This is an optimization exercise on Yosys and OpenROAD, whose aim is small area, a short achievable clock period and few clock cycles per item, not a production implementation. Function was not checked in any run shown here: the RTL went through the layout flow alone. Power is estimated from default activity; no workload was simulated.

===== flow/design.v =====
package idb_pkg;
  localparam int CAPACITY   = 16;
  localparam int WORD_WIDTH = 32;
  localparam int IDX_W      = (CAPACITY > 1) ? $clog2(CAPACITY) : 1;
  localparam int CNT_W      = $clog2(CAPACITY + 1);
  localparam int IN_DATA_W  = 40;
  localparam int IN_USER_W  = 8;
  localparam int OUT_DATA_W = 40;
  typedef logic [WORD_WIDTH-1:0] word_t;
  typedef logic [IDX_W-1:0]      idx_t;
  typedef logic [CNT_W-1:0]      cnt_t;
  typedef enum logic [2:0] {
    OP_PUSH_BACK  = 3'd0,
    OP_PUSH_FRONT = 3'd1,
    OP_POP_BACK   = 3'd2,
    OP_POP_FRONT  = 3'd3,
    OP_READ       = 3'd4,
    OP_WRITE      = 3'd5,
    OP_REMOVE     = 3'd6,
    OP_INSERT     = 3'd7
  } op_t;
  typedef enum logic [1:0] {
    ST_OK     = 2'd0,
    ST_EMPTY  = 2'd1,
    ST_FULL   = 2'd2,
    ST_BADIDX = 2'd3
  } status_t;
  typedef enum logic [1:0] {
    CMD_NONE   = 2'd0,
    CMD_WRITE  = 2'd1,    
    CMD_INSERT = 2'd2,    
    CMD_DELETE = 2'd3     
  } cmd_mode_t;
  typedef struct packed {
    cmd_mode_t mode;
    idx_t      pos;
    word_t     word;
  } cell_cmd_t;
endpackage
module idb_cell (
  input  logic           clk,
  input  logic           we,
  input  idb_pkg::word_t wdata,
  output idb_pkg::word_t word
);
  always_ff @(posedge clk) begin
    if (we) word <= wdata;
  end
endmodule
module indexed_deque_buffer (
  input  logic                           clk,
  input  logic                           rst,
  input  logic                           s_tvalid,
  output logic                           s_tready,
  input  logic [idb_pkg::IN_DATA_W-1:0]  s_tdata,
  input  logic [idb_pkg::IN_USER_W-1:0]  s_tuser,
  output logic                           m_tvalid,
  input  logic                           m_tready,
  output logic [idb_pkg::OUT_DATA_W-1:0] m_tdata
);
  localparam int N = idb_pkg::CAPACITY;
  idb_pkg::cnt_t  count;
  idb_pkg::idx_t  perm [N];
  idb_pkg::word_t slot_word [N];
  logic           busy;
  idb_pkg::idx_t  shift_pos;
  idb_pkg::idx_t  shift_left;          
  logic             r_valid, r_rd;
  idb_pkg::idx_t    r_slot;
  idb_pkg::status_t r_status;
  idb_pkg::cnt_t    r_count;
  logic                           k_valid;
  logic [idb_pkg::OUT_DATA_W-2:0] k_data;
  idb_pkg::op_t   op;
  idb_pkg::word_t in_value;
  idb_pkg::idx_t  in_index, in_end;
  assign op       = idb_pkg::op_t'(s_tuser[2:0]);
  assign in_value = s_tdata[31:0];
  assign in_index = s_tdata[35:32];
  assign in_end   = s_tdata[39:36];
  logic accept, out_free, k_valid_next;
  assign accept = s_tvalid && s_tready;
  logic full, empty, idx_in_range, end_past, rev;
  idb_pkg::idx_t rm_len;               
  assign full         = count[idb_pkg::CNT_W-1];
  assign empty        = (count == '0);
  assign idx_in_range = ({1'b0, in_index} < count);
  assign end_past     = ({1'b0, in_end} >= count);
  assign rev          = (in_end < in_index);
  assign rm_len       = in_end - in_index;
  idb_pkg::idx_t addr, aslot;
  always_comb begin
    if (busy) addr = shift_pos;
    else begin
      case (op)
        idb_pkg::OP_POP_BACK:  addr = idb_pkg::IDX_W'(count - 1'b1);
        idb_pkg::OP_POP_FRONT: addr = '0;
        default:               addr = in_index;
      endcase
    end
  end
  assign aslot = perm[addr];
  idb_pkg::status_t status;
  idb_pkg::cnt_t    count_next;
  logic             ins, del, wr, rd, multi;
  idb_pkg::idx_t    ins_pos;
  always_comb begin
    status     = idb_pkg::ST_OK;
    count_next = count;
    ins        = 1'b0;
    del        = 1'b0;
    wr         = 1'b0;
    rd         = 1'b0;
    multi      = 1'b0;
    ins_pos    = count[idb_pkg::IDX_W-1:0];
    case (op)
      idb_pkg::OP_PUSH_BACK, idb_pkg::OP_PUSH_FRONT, idb_pkg::OP_INSERT: begin
        if (full) status = idb_pkg::ST_FULL;
        else begin
          ins        = 1'b1;
          count_next = count + 1'b1;
          if (op == idb_pkg::OP_PUSH_FRONT) ins_pos = '0;
          else if (op == idb_pkg::OP_INSERT && idx_in_range) ins_pos = in_index;
        end
      end
      idb_pkg::OP_POP_BACK, idb_pkg::OP_POP_FRONT: begin
        if (empty) status = idb_pkg::ST_EMPTY;
        else begin
          rd         = 1'b1;
          del        = (op == idb_pkg::OP_POP_FRONT);
          count_next = count - 1'b1;
        end
      end
      idb_pkg::OP_READ: begin
        if (!idx_in_range) status = idb_pkg::ST_BADIDX;
        else rd = 1'b1;
      end
      idb_pkg::OP_WRITE: begin
        if (!idx_in_range) status = idb_pkg::ST_BADIDX;
        else wr = 1'b1;
      end
      default: begin
        if (!rev) begin
          if (end_past) status = idb_pkg::ST_BADIDX;
          else begin
            del        = 1'b1;
            multi      = (rm_len != '0);
            count_next = count - idb_pkg::CNT_W'(rm_len) - 1'b1;
          end
        end
      end
    endcase
  end
  logic do_ins, do_del;
  assign do_ins = accept && ins;
  assign do_del = (accept && del) || busy;
  always_ff @(posedge clk) begin
    for (int p = 0; p < N; p++) begin
      if (rst) perm[p] <= idb_pkg::IDX_W'(p);
      else if (do_ins) begin
        if (idb_pkg::IDX_W'(p) == ins_pos) perm[p] <= perm[N-1];
        else if (idb_pkg::IDX_W'(p) > ins_pos) perm[p] <= perm[(p+N-1)%N];
      end else if (do_del) begin
        if (p == N-1) perm[p] <= aslot;
        else if (idb_pkg::IDX_W'(p) >= addr) perm[p] <= perm[(p+1)%N];
      end
    end
  end
  always_ff @(posedge clk) begin
    if (rst) begin
      count <= '0;
      busy  <= 1'b0;
    end else begin
      if (accept) count <= count_next;
      if (busy) begin
        if (shift_left == idb_pkg::IDX_W'(1)) busy <= 1'b0;
      end else if (accept && multi) busy <= 1'b1;
    end
    if (busy) shift_left <= shift_left - 1'b1;
    else begin
      shift_left <= rm_len;
      shift_pos  <= in_index;
    end
  end
  idb_pkg::idx_t wslot;
  logic          wen;
  assign wslot = wr ? aslot : perm[N-1];
  assign wen   = accept && (wr || ins);
  for (genvar i = 0; i < N; i++) begin : g_slot
    idb_cell u_cell (
      .clk   (clk),
      .we    (wen && (wslot == idb_pkg::IDX_W'(i))),
      .wdata (in_value),
      .word  (slot_word[i])
    );
  end
  always_ff @(posedge clk) begin
    if (rst) r_valid <= 1'b0;
    else     r_valid <= accept || (r_valid && !out_free && k_valid);
    if (accept) begin
      r_rd     <= rd;
      r_slot   <= aslot;
      r_status <= status;
      r_count  <= count_next;
    end
  end
  logic [idb_pkg::OUT_DATA_W-2:0] q_data;
  assign q_data = {r_status, r_count, r_rd ? slot_word[r_slot] : idb_pkg::word_t'(0)};
  assign out_free     = !m_tvalid || m_tready;
  assign k_valid_next = out_free ? (k_valid && r_valid) : (k_valid || r_valid);
  always_ff @(posedge clk) begin
    if (rst) begin
      m_tvalid <= 1'b0;
      k_valid  <= 1'b0;
      s_tready <= 1'b1;
    end else begin
      if (out_free) begin
        m_tvalid <= k_valid || r_valid;
        k_valid  <= k_valid && r_valid;
      end else begin
        k_valid  <= k_valid || r_valid;
      end
      s_tready <= !k_valid_next &&
                  !(busy ? (shift_left != idb_pkg::IDX_W'(1)) : (accept && multi));
    end
    if (out_free) begin
      if (k_valid) m_tdata <= {1'b0, k_data};
      else if (r_valid) m_tdata <= {1'b0, q_data};
    end
    if (r_valid && (out_free ? k_valid : !k_valid)) k_data <= q_data;
  end
endmodule

===== flow/run.sh =====
#!/bin/bash
# synth_recipe.tcl (not shown) runs the flow's synth.tcl, then flattens the netlist and writes it again
# the make line also repeats each setting of config.mk as NAME=value (left out here)
make -C /OpenROAD-flow-scripts/flow DESIGN_CONFIG=/design/flow/config.mk WORK_HOME=/design/flow/orfs CLKGATE_MAP_FILE= SYNTH_SCRIPT=/design/flow/synth_recipe.tcl finish

===== flow/config.mk =====
export PLATFORM = sky130hd
export DESIGN_NAME = indexed_deque_buffer
export DESIGN_NICKNAME = indexed_deque_buffer
export VERILOG_FILES = /design/flow/design.v
export SDC_FILE = /design/flow/constraint.sdc
export NUM_CORES = 4
export LEC_CHECK = 0
export CAP_MARGIN = 20
export CORE_MARGIN = 2
export CORE_UTILIZATION = 40
export SETUP_SLACK_MARGIN = 3.0
export SLEW_MARGIN = 20

===== flow/constraint.sdc =====
create_clock -name core_clock -period 6.0 [get_ports {clk}]
set_input_delay 1.2000 -clock core_clock [delete_from_list [all_inputs] [get_ports {clk}]]
set_output_delay 1.2000 -clock core_clock [all_outputs]
set_load 0.01 [all_outputs]

==> run summary, run 1 <==
* Status: no timing/DRC/antenna violations
* Largest family of logic cells by synthesized area: compound AO/OA/AOI/OAI gates
* Post-synth top cells: 606 x edfxtp_1, 195 x a22oi_1, 152 x nor2_1, 100 x nand2_1, 99 x clkbuf_1
* Multi-input gate area in the final layout at 9980 um^2
* Cell-by-cell trace of the critical path: buf_12 -> or3b_4 -> or3_4 -> and3_1 -> a32o_2 -> a2111oi_4 -> a311oi_4 -> o31a_4 -> buf_6 -> nor4_4 -> buf_6 -> buf_6 -> clkbuf_16
* Register area at 19800 um^2
* Post-Layout Inst Area at 38700 um^2
* Port bufs at 87
* Largest net degree at the start of global routing at 70
* Register area share after synthesis at 69.2%
* CP arrival at 4.35 ns
* CTS tree: yes
* Total Wirelength at 98800 um
* Metal-1 WL at 37100 um
* Longest Clk Path Bufs at 3
* #FFs+latches synth at roughly 680
* Crit path largest cell delay at 0.43 ns
* Fraction of the mapped netlist area in adder cells at 1.02%
* Max-cap viol count at 0
* Setup slack after layout at 1.97 ns
* Rows at 97
* Critical path's top delay family: simple AND/OR/NAND/NOR gates
* Total power at 11.8 mW
* GPL Wtd Cong at 0.917
* Clock Latency Late Sink at 0.64 ns
* Leakage at 12.9 nW
* Hpwl dp at about 46000 um
* Core area at 70400 um^2
* Area growth syn-to-layout at 35.6%
* Compound-Gate Fraction of Synth Area at 16.2%
* Post-Syn Area at between 20000 and 30000 um^2
* YS warnings at 5
* Share of post-route cells with drive strength above 1 at 29.6%
* Top post-synthesis cells by area: edfxtp_1 64%, dfxtp_1 5.5%, a22oi_1 5.1%, mux2i_1 2.1%, nor2_1 2.0%
* Clock Skews at 0.0394 ns
* Gate Count Post-Synth at 2041
* Residual DRC count at 0
* Fillers at 5497
* Num Clock Sinks at 684
* Num CTS Buffers at 73
* Worst path buffer plus inverter count at 5
* Avg Inst Size Synth at 14.0 um^2
* Initial antenna violation count at 5
* Critical path class: input pin to flip-flop
* Vias post-DR at 21100
* CP Launch Type: input pin
* Synth top area share at between 60% and 70%
* WL met2 at 47800 um
* Grt total ovfl at 0
* Async set-or-reset flop fraction in the synthesized netlist at 0%
* Cell taking the most area after synthesis: edfxtp_1
* Hold_ws at 0.445 ns
* Final #Nets at 2482
* Die Footprint at 73600 um^2
* Critical Path RT at 6.32 ns
* Hold Crit Start: r_count[2]
* Max Used Layer: met5
* Ys flop type: edfxtp_1
* XOR/XNOR share of the synthesized area at 0.276%
* 1st-iter DRT viols at about 2700
* Number of H-tree levels at 3
* Final hold vios at 0
* Post-Place Setup Slack at 0.477 ns
* R2R Setup Slk at 2.02 ns
* Root Driver: clkbuf_16
* Syn_nets at approximately 2100
* Critical Path Most Common Cell: buf_6
* Clock period minus worst slack at 4.03 ns
* CTS clk-pin slew, worst paths at roughly 0.060 ns
* Unique masters post-synth at 95
* Worst R2R Start: count[1]
* Hold_buf cts at 0
* Simple-gate area share of the yosys netlist at 7.94%
* Die Y-Extent at about 270 um
* Vias in the first global route at 20600
* Global-route wire length before repair at 137000 um
* Final period util at 67.2%
* Hold Crit Class: flip-flop to flip-flop
* Drt wl/cell at 29.0 um
* RSZ-0062 raised after global routing: yes
* First-pass detailed-route iteration total at 6
* Antenna-violating nets left at 0
* CP Launch Point: s_tuser[2]
* Die width at 271 um
* Vias per inst at 6.20
* Total Neg Setup Slack at 0 ns
* Routed wl met3 at between 9000 and 10000 um
* Post-synth EDFFs at 606
* PwrDens at a little over 300 nW/um^2
* Maximum VDD drop at roughly 0.23 mV
* Fmax at 248 MHz
* Slew @ Worst Pin at 1.02 ns
* Final setup viols at 0
* Crit end category: flip-flop
* Worst path slowest cell: or3b_4
* Worst slew margin at 31.9%
* Slew Viols, Final at 0
* IO Pins at 94
* Total GRT Usage at 25.0%
* Post-synthesis mux area share at 3.14%
* Dpl cell area at 31300 um^2
* Initial core utilization at 40.6%
* Top-count cell post-synth: edfxtp_1
* Critical path fanouts, max at 8
final cells by class:
type / instances / share of cell area, %
well taps: 940 / 3.04
multi-input cells: 1202 / 25.8
inverters: 25 / 0.274
clock inverters: 43 / 1.32
diodes: 1 / 0.00646
repair buffers: 422 / 13.7
clock buffers: 87 / 4.85
flip-flops and latches: 684 / 51.0
power breakdown:
| group | leakage, nW | switching [mW] | internal (mW) |
|---|---|---|---|
| clock network | 1.14 | 1.95 | 2.54 |
| registers | 6.15 | 0.114 | 5.33 |
| logic | 5.57 | 1.06 | 0.764 |
final timing paths:
check,endpoint,cells past startpoint
worst max-delay path,g_slot[0].u_cell.word[23],13
worst min-delay path,k_data[34],0
worst max register to register,g_slot[0].u_cell.word[23],15
worst min register to register,k_data[34],0
flip-flops by register name, summed over array words and instances (netlist names), 2 cells and up:
name                cells
count                   5
perm                   64
g_slot.u_cell.word    512
r_count                 5
m_tdata                39
shift_left              4
k_data                 39
r_slot                  4
r_status                2
shift_pos               4
cell families (layout without fill, tap and decap cells):
| family | Yosys count | in the layout |
|---|---|---|
| flops | 684 | 684 |
| compound gates | 620 | 622 |
| simple gates | 461 | 462 |
| buf+inv | 158 | 577 |
| mux | 86 | 86 |
| fa+ha+maj | 22 | 22 |
| xor+xnor | 9 | 9 |
| other cells | 1 | 2 |
layer usage:
metal | GRT usage [%] | vias to the layer above
met4 | 9.73 | 8
li1 | - | 9007
met5 | 0 | -
met1 | 31.9 | 10600
met2 | 42.4 | 1191
met3 | 4.74 | 295
through the flow:
stage / utilization, % / std cells
after floorplan: - / 2041
after global placement: 44.5 / 3013
after detailed placement: 44.5 / 3013
after CTS: 52.8 / 3340
after global routing: 55.0 / 3404
final: 55.0 / 3404
what timing repair did:
item	4_1_cts	5_1_grt
resized for setup	340	160
pin swaps	99	102
gates cloned	29	22
endpoints found under the setup margin	610	587
setup buffers	168	41
placed cells by master (no fill, tap or decap), types with 11 or more instances in the layout:
master           Yosys  final
buf_8                0     11
buf_4                4    128
ha_1                20     13
clkinv_1             2     13
o31ai_1             33     29
a22o_1              26     26
a211oi_1            19     11
o21ai_0             68     53
dfxtp_1             78     75
buf_6                1    107
nor2_4               0     16
a21oi_1             78     59
mux2_2              24     21
mux2i_1             60     45
clkdlybuf4s50_1      0     76
nor4_4               2     19
inv_1               23     17
clkbuf_16            0     92
a21oi_2              0     14
buf_12               0     50
nand2_1            100     95
edfxtp_1           606    606
buf_16               0     26
a22oi_1            195    184
nor2_1             152    131
clkinv_2             0     11
a211o_1             38     38
a22oi_2              0     11
nand3_1             53     45
nand2b_1            13     12
clkbuf_1            99     14
nand4_1             54     54
a221oi_1            33     26
==> run 2: changes to the inputs <==
--- a/flow/design.v
+++ b/flow/design.v
@@ -62,6 +62,10 @@
   idb_pkg::cnt_t  count;
   idb_pkg::idx_t  perm [N];
   idb_pkg::word_t slot_word [N];
+  logic           i_valid;
+  idb_pkg::op_t   op;
+  idb_pkg::word_t in_value;
+  idb_pkg::idx_t  in_index, in_end;
   logic           busy;
   idb_pkg::idx_t  shift_pos;
   idb_pkg::idx_t  shift_left;          
@@ -71,15 +75,19 @@
   idb_pkg::cnt_t    r_count;
   logic                           k_valid;
   logic [idb_pkg::OUT_DATA_W-2:0] k_data;
-  idb_pkg::op_t   op;
-  idb_pkg::word_t in_value;
-  idb_pkg::idx_t  in_index, in_end;
-  assign op       = idb_pkg::op_t'(s_tuser[2:0]);
-  assign in_value = s_tdata[31:0];
-  assign in_index = s_tdata[35:32];
-  assign in_end   = s_tdata[39:36];
-  logic accept, out_free, k_valid_next;
-  assign accept = s_tvalid && s_tready;
+  logic take_in, exec, out_free, r_moves;
+  assign take_in  = s_tvalid && s_tready;
+  assign out_free = !m_tvalid || m_tready;
+  assign r_moves  = out_free || !k_valid;
+  assign exec     = i_valid && !busy && (!r_valid || !k_valid);
+  always_ff @(posedge clk) begin
+    if (s_tready) begin
+      op       <= idb_pkg::op_t'(s_tuser[2:0]);
+      in_value <= s_tdata[31:0];
+      in_index <= s_tdata[35:32];
+      in_end   <= s_tdata[39:36];
+    end
+  end
   logic full, empty, idx_in_range, end_past, rev;
   idb_pkg::idx_t rm_len;               
   assign full         = count[idb_pkg::CNT_W-1];
@@ -88,7 +96,7 @@
   assign end_past     = ({1'b0, in_end} >= count);
   assign rev          = (in_end < in_index);
   assign rm_len       = in_end - in_index;
-  idb_pkg::idx_t addr, aslot;
+  idb_pkg::idx_t addr, aslot, wlook;
   always_comb begin
     if (busy) addr = shift_pos;
     else begin
@@ -100,6 +108,7 @@
     end
   end
   assign aslot = perm[addr];
+  assign wlook = perm[in_index];
   idb_pkg::status_t status;
   idb_pkg::cnt_t    count_next;
   logic             ins, del, wr, rd, multi;
@@ -152,8 +161,8 @@
     endcase
   end
   logic do_ins, do_del;
-  assign do_ins = accept && ins;
-  assign do_del = (accept && del) || busy;
+  assign do_ins = exec && ins;
+  assign do_del = (exec && del) || busy;
   always_ff @(posedge clk) begin
     for (int p = 0; p < N; p++) begin
       if (rst) perm[p] <= idb_pkg::IDX_W'(p);
@@ -166,15 +175,28 @@
       end
     end
   end
+  logic busy_next, i_valid_next, r_valid_next, k_valid_next;
+  assign busy_next    = busy ? (shift_left != idb_pkg::IDX_W'(1)) : (exec && multi);
+  assign i_valid_next = take_in || (i_valid && !exec);
+  assign r_valid_next = exec || (r_valid && !r_moves);
+  assign k_valid_next = out_free ? (k_valid && r_valid) : (k_valid || r_valid);
   always_ff @(posedge clk) begin
     if (rst) begin
-      count <= '0;
-      busy  <= 1'b0;
+      count    <= '0;
+      busy     <= 1'b0;
+      i_valid  <= 1'b0;
+      r_valid  <= 1'b0;
+      k_valid  <= 1'b0;
+      m_tvalid <= 1'b0;
+      s_tready <= 1'b1;
     end else begin
-      if (accept) count <= count_next;
-      if (busy) begin
-        if (shift_left == idb_pkg::IDX_W'(1)) busy <= 1'b0;
-      end else if (accept && multi) busy <= 1'b1;
+      if (exec) count <= count_next;
+      busy     <= busy_next;
+      i_valid  <= i_valid_next;
+      r_valid  <= r_valid_next;
+      k_valid  <= k_valid_next;
+      if (out_free) m_tvalid <= k_valid || r_valid;
+      s_tready <= !i_valid_next || (!busy_next && !(r_valid_next && k_valid_next));
     end
     if (busy) shift_left <= shift_left - 1'b1;
     else begin
@@ -182,22 +204,20 @@
       shift_pos  <= in_index;
     end
   end
-  idb_pkg::idx_t wslot;
-  logic          wen;
-  assign wslot = wr ? aslot : perm[N-1];
-  assign wen   = accept && (wr || ins);
+  logic wen_ins, wen_wr;
+  assign wen_ins = exec && ins;
+  assign wen_wr  = exec && wr;
   for (genvar i = 0; i < N; i++) begin : g_slot
     idb_cell u_cell (
       .clk   (clk),
-      .we    (wen && (wslot == idb_pkg::IDX_W'(i))),
+      .we    ((wen_ins && (perm[N-1] == idb_pkg::IDX_W'(i))) ||
+              (wen_wr  && (wlook     == idb_pkg::IDX_W'(i)))),
       .wdata (in_value),
       .word  (slot_word[i])
     );
   end
   always_ff @(posedge clk) begin
-    if (rst) r_valid <= 1'b0;
-    else     r_valid <= accept || (r_valid && !out_free && k_valid);
-    if (accept) begin
+    if (exec) begin
       r_rd     <= rd;
       r_slot   <= aslot;
       r_status <= status;
@@ -206,23 +226,7 @@
   end
   logic [idb_pkg::OUT_DATA_W-2:0] q_data;
   assign q_data = {r_status, r_count, r_rd ? slot_word[r_slot] : idb_pkg::word_t'(0)};
-  assign out_free     = !m_tvalid || m_tready;
-  assign k_valid_next = out_free ? (k_valid && r_valid) : (k_valid || r_valid);
-  always_ff @(posedge clk) begin
-    if (rst) begin
-      m_tvalid <= 1'b0;
-      k_valid  <= 1'b0;
-      s_tready <= 1'b1;
-    end else begin
-      if (out_free) begin
-        m_tvalid <= k_valid || r_valid;
-        k_valid  <= k_valid && r_valid;
-      end else begin
-        k_valid  <= k_valid || r_valid;
-      end
-      s_tready <= !k_valid_next &&
-                  !(busy ? (shift_left != idb_pkg::IDX_W'(1)) : (accept && multi));
-    end
+  always_ff @(posedge clk) begin
     if (out_free) begin
       if (k_valid) m_tdata <= {1'b0, k_data};
       else if (r_valid) m_tdata <= {1'b0, q_data};
--- a/flow/config.mk
+++ b/flow/config.mk
@@ -8,5 +8,5 @@
 export CAP_MARGIN = 20
 export CORE_MARGIN = 2
 export CORE_UTILIZATION = 40
-export SETUP_SLACK_MARGIN = 3.0
+export SETUP_SLACK_MARGIN = 3.4
 export SLEW_MARGIN = 20
==> run 2 against run 1 <==
Net effect: worst setup slack better by 0.67 ns; total power is 2.6% higher; via count grew 8.7%; flip-flop and latch count increased by 44; synthesized cell count is 6.7% higher; routed wire length rose by 15%; final cell count increased by 6.1%; clock skew up 0.0022 ns; utilization about the same; critical path type is now flip-flop to flip-flop; highest routed layer unchanged.
==> run summary, run 2 <==
* Status: no timing/DRC/antenna violations (unchanged)
* Worst path slowest cell: edfxtp_1 (was or3b_4)
* Die Footprint at 78100 um^2 (was 73600 um^2)
* Total Wirelength at 114000 um (was 98800 um)
* Global-route wire length before repair at 156000 um (was 137000 um)
* Vias in the first global route at 21700 (was 20600)
* Initial core utilization at 40.5% (was 40.6%)
* Critical path class: flip-flop to flip-flop (was input pin to flip-flop)
* Post-synth EDFFs at 649 (was 606)
* Total GRT Usage at 27.6% (was 25.0%)
* Rows at 100 (was 97)
* Critical Path RT at 6.56 ns (was 6.32 ns)
* Hold_buf cts at 0 (unchanged)
* Ys flop type: edfxtp_1 (unchanged)
* WL met2 at 51100 um (was 47800 um)
* Worst path buffer plus inverter count at 6 (was 5)
* Ant diodes at 0 (was 1)
* Hpwl dp at 54700 um (was 46000 um)
* Vias per inst at 6.35 (was 6.20)
* Clock Skews at 0.0417 ns (was 0.0394 ns)
* Share of post-route cells with drive strength above 1 at 29.5% (was 29.6%)
* GPL Wtd Cong at 0.978 (was 0.917)
* YS warnings at 5 (unchanged)
* Gate Count Post-Synth at 2178 (was 2041)
* Post-synth top cells: 649 x edfxtp_1, 190 x a22oi_1, 167 x nor2_1, 132 x nand2_1, 99 x clkbuf_1 (was 606 x edfxtp_1, 195 x a22oi_1, 152 x nor2_1, 100 x nand2_1, 99 x clkbuf_1)
* Syn_nets at 2252 (was 2115)
* Critical Path Most Common Cell: buf_6 (unchanged)
* #FFs+latches synth at 728 (was 684)
* Cell taking the most area after synthesis: edfxtp_1 (unchanged)
* Port bufs at 87 (unchanged)
* Initial antenna violation count at 2 (was 5)
* Num Clock Sinks at 728 (was 684)
* Slew Viols, Final at 0 (unchanged)
* Avg Inst Size Synth at 13.9 um^2 (was 14.0 um^2)
* Clock Latency Late Sink at 0.65 ns (was 0.64 ns)
* Most flops, register: g_slot.u_cell.word (unchanged)
* Area growth syn-to-layout at 35.7% (was 35.6%)
* Biggest registers after layout: g_slot.u_cell.word: 512 flops, perm: 64 flops (unchanged)
* Final setup viols at 0 (unchanged)
* CTS clk-pin slew, worst paths at 0.06 ns (about the same)
* Final hold vios at 0 (unchanged)
* Hold Crit Class: flip-flop to flip-flop (unchanged)
* Drt wl/cell at 31.5 um (was 29.0 um)
* Die width at 279 um (was 271 um)
* CP Launch Type: flip-flop (was input pin)
* Maximum VDD drop at 0.200 mV (was 0.226 mV)
* Unique masters post-synth at 87 (was 95)
* Core area at 74800 um^2 (was 70400 um^2)
* Max-cap viol count at 0 (unchanged)
* Final core occ at 55.0% (about the same)
* Leakage at 13.8 nW (was 12.9 nW)
* Most frequent cells in the layout: 649 x edfxtp_1, 189 x a22oi_1, 169 x buf_4 (was 606 x edfxtp_1, 184 x a22oi_1, 131 x nor2_1)
* 1st-iter DRT viols at 2995 (was 2693)
* Crit path largest cell delay at 0.44 ns (was 0.43 ns)
* Top-count cell post-synth: edfxtp_1 (unchanged)
* Async set-or-reset flop fraction in the synthesized netlist at 0% (unchanged)
* Num CTS Buffers at 78 (was 73)
* Final period util at 56.0% (was 67.2%)
* Grt total ovfl at 0 (unchanged)
* Cell-by-cell trace of the critical path: buf_12 -> ha_4 -> a2111o_1 -> buf_4 -> buf_6 -> buf_6 -> a21o_4 -> mux2i_4 -> buf_6 -> nor3_4 -> buf_4 -> mux2i_1 -> a211o_1 -> a21oi_2 (was buf_12 -> or3b_4 -> or3_4 -> and3_1 -> a32o_2 -> a2111oi_4 -> a311oi_4 -> o31a_4 -> buf_6 -> nor4_4 -> buf_6 -> buf_6 -> clkbuf_16)
* Routed wl met3 at 12100 um (was 9270 um)
* Largest net degree at the start of global routing at 79 (was 70)
* Max Used Layer: met5 (unchanged)
* CTS tree: yes (unchanged)
* Largest register FFs at 512 (unchanged)
* Longest Clk Path Bufs at 3 (unchanged)
* IO Pins at 94 (unchanged)
* CP arrival at 3.92 ns (was 4.35 ns)
* Clock period minus worst slack at 3.36 ns (was 4.03 ns)
* Die Y-Extent at 279 um (was 271 um)
* RSZ-0062 raised after global routing: yes (unchanged)
* Commonest non-fill, non-tap cell in the layout: edfxtp_1 (unchanged)
* Total Neg Setup Slack at 0 ns (unchanged)
* Post-Syn Area at 30300 um^2 (was 28600 um^2)
* Number of H-tree levels at 3 (unchanged)
* Slew @ Worst Pin at 1.05 ns (was 1.02 ns)
* Top post-synthesis cells by area: edfxtp_1 64%, dfxtp_1 5.2%, a22oi_1 4.7%, mux2i_1 2.5%, nor2_1 2.1% (was edfxtp_1 64%, dfxtp_1 5.5%, a22oi_1 5.1%, mux2i_1 2.1%, nor2_1 2.0%)
* Residual DRC count at 0 (unchanged)
* Worst slew margin at 30.0% (was 31.9%)
* Synth top area share at 64.2% (was 63.7%)
* Root Driver: clkbuf_16 (unchanged)
* Fmax at 297 MHz (was 248 MHz)
* Critical path's top delay family: compound AO/OA/AOI/OAI gates (was simple AND/OR/NAND/NOR gates)
* Metal-1 WL at 44000 um (was 37100 um)
* Vias post-DR at 22900 (was 21100)
* Critical path fanouts, max at 6 (was 8)
* Crit end category: flip-flop (unchanged)
* PwrDens at 293 nW/um^2 (was 304 nW/um^2)
* First-pass detailed-route iteration total at 6 (unchanged)
* Antenna-violating nets left at 0 (unchanged)
* Register area share after synthesis at 69.5% (was 69.2%)
* Final #Nets at 2653 (was 2482)
run 2: timing repair:
| item | in CTS | in global routing |
|---|---|---|
| endpoints found under the setup margin | 765 | 624 |
| gates resized for setup | 396 | 122 |
| buffers inserted | 196 | 59 |
| gates cloned | 42 | 18 |
| pin swaps | 90 | 71 |
run 2: final timing paths:
check	start	end	slack [ns]	depth (start not counted)
max	in_index[1]	perm[1][2]	2.64	14
min	r_count[1]	k_data[33]	0.45	0
max reg2reg	in_index[1]	perm[1][2]	2.64	14
min reg2reg	r_count[1]	k_data[33]	0.45	0
run 2: power breakdown:
part	internal [mW]	switching, mW
sequential	5.64	0.148
clock	2.69	2.03
combinational	0.645	0.917
run 2: area by class of cell:
type                    instances  area [um^2]
multi-input cells            1293        10600
well taps                     969         1210
repair buffers                453         5720
clock buffers                 101         2050
fillers                      5846        33600
inverters                      25          131
flip-flops and latches        728        21100
clock inverters                41          415
run 2: cells by family after synthesis:
logic type,synth area share [%]
fa+ha+maj,0.957
other cells,0.0124
mux,3.79
xor+xnor,0.202
buf+inv,2.21
simple gates,7.83
compound gates,15.5
flops,69.5
run 2: stage by stage:
step | cells | instance area (um^2) | hold WS, ns | setup slack, ns | power, mW
after global routing | 3610 | 41200 | 0.462 | 2.59 | 12.4
after floorplan | 2178 | 31000 | 0.422 | 2.73 | 6.54
after CTS | 3533 | 39600 | 0.442 | 2.73 | 11.9
after detailed placement | 3153 | 33000 | 0.436 | 1.55 | 6.99
final | 3610 | 41200 | 0.454 | 2.64 | 12.1
after global placement | 3153 | 33000 | 0.430 | 1.59 | 6.98
run 2: layer usage:
layer,vias to the layer above,track usage (%)
met2,1492,43.2
met5,-,0
met3,376,5.11
met4,4,12.6
met1,11500,37.4
li1,9571,-

static timing again, ports no longer ideal:
Ports are ideal in the flow. The routed layouts listed here were re-timed in OpenROAD.
Step 1 sets driving cells, clkbuf_16 on the clock port and buf_2 on the other inputs (assumed; they add their load-dependent delay and slew).
Step 2 times the ports against the registers' clock, not the clock port: input delays grow and output delays shrink by t, the midpoint of the rising clock arrivals with the driver on.
a / b / c = ideal / step 1 / step 2; a / b = the first two.
run	t, ns	setup WS [ns]	hold slack, ns	slew at the worst register clock pin (ns)
run 1	0.683	1.971 / 1.985 / 1.302	0.445 / 0.445 / 0.445	0.07 / 0.07
run 2	0.686	2.637 / 2.637 / 2.637	0.454 / 0.454 / 0.454	0.07 / 0.07
After both steps every run listed still meets setup and hold. For run 1, which loses most, drivers alone change the setup slack by +0.014 ns; drivers and shift together by -0.669 ns.
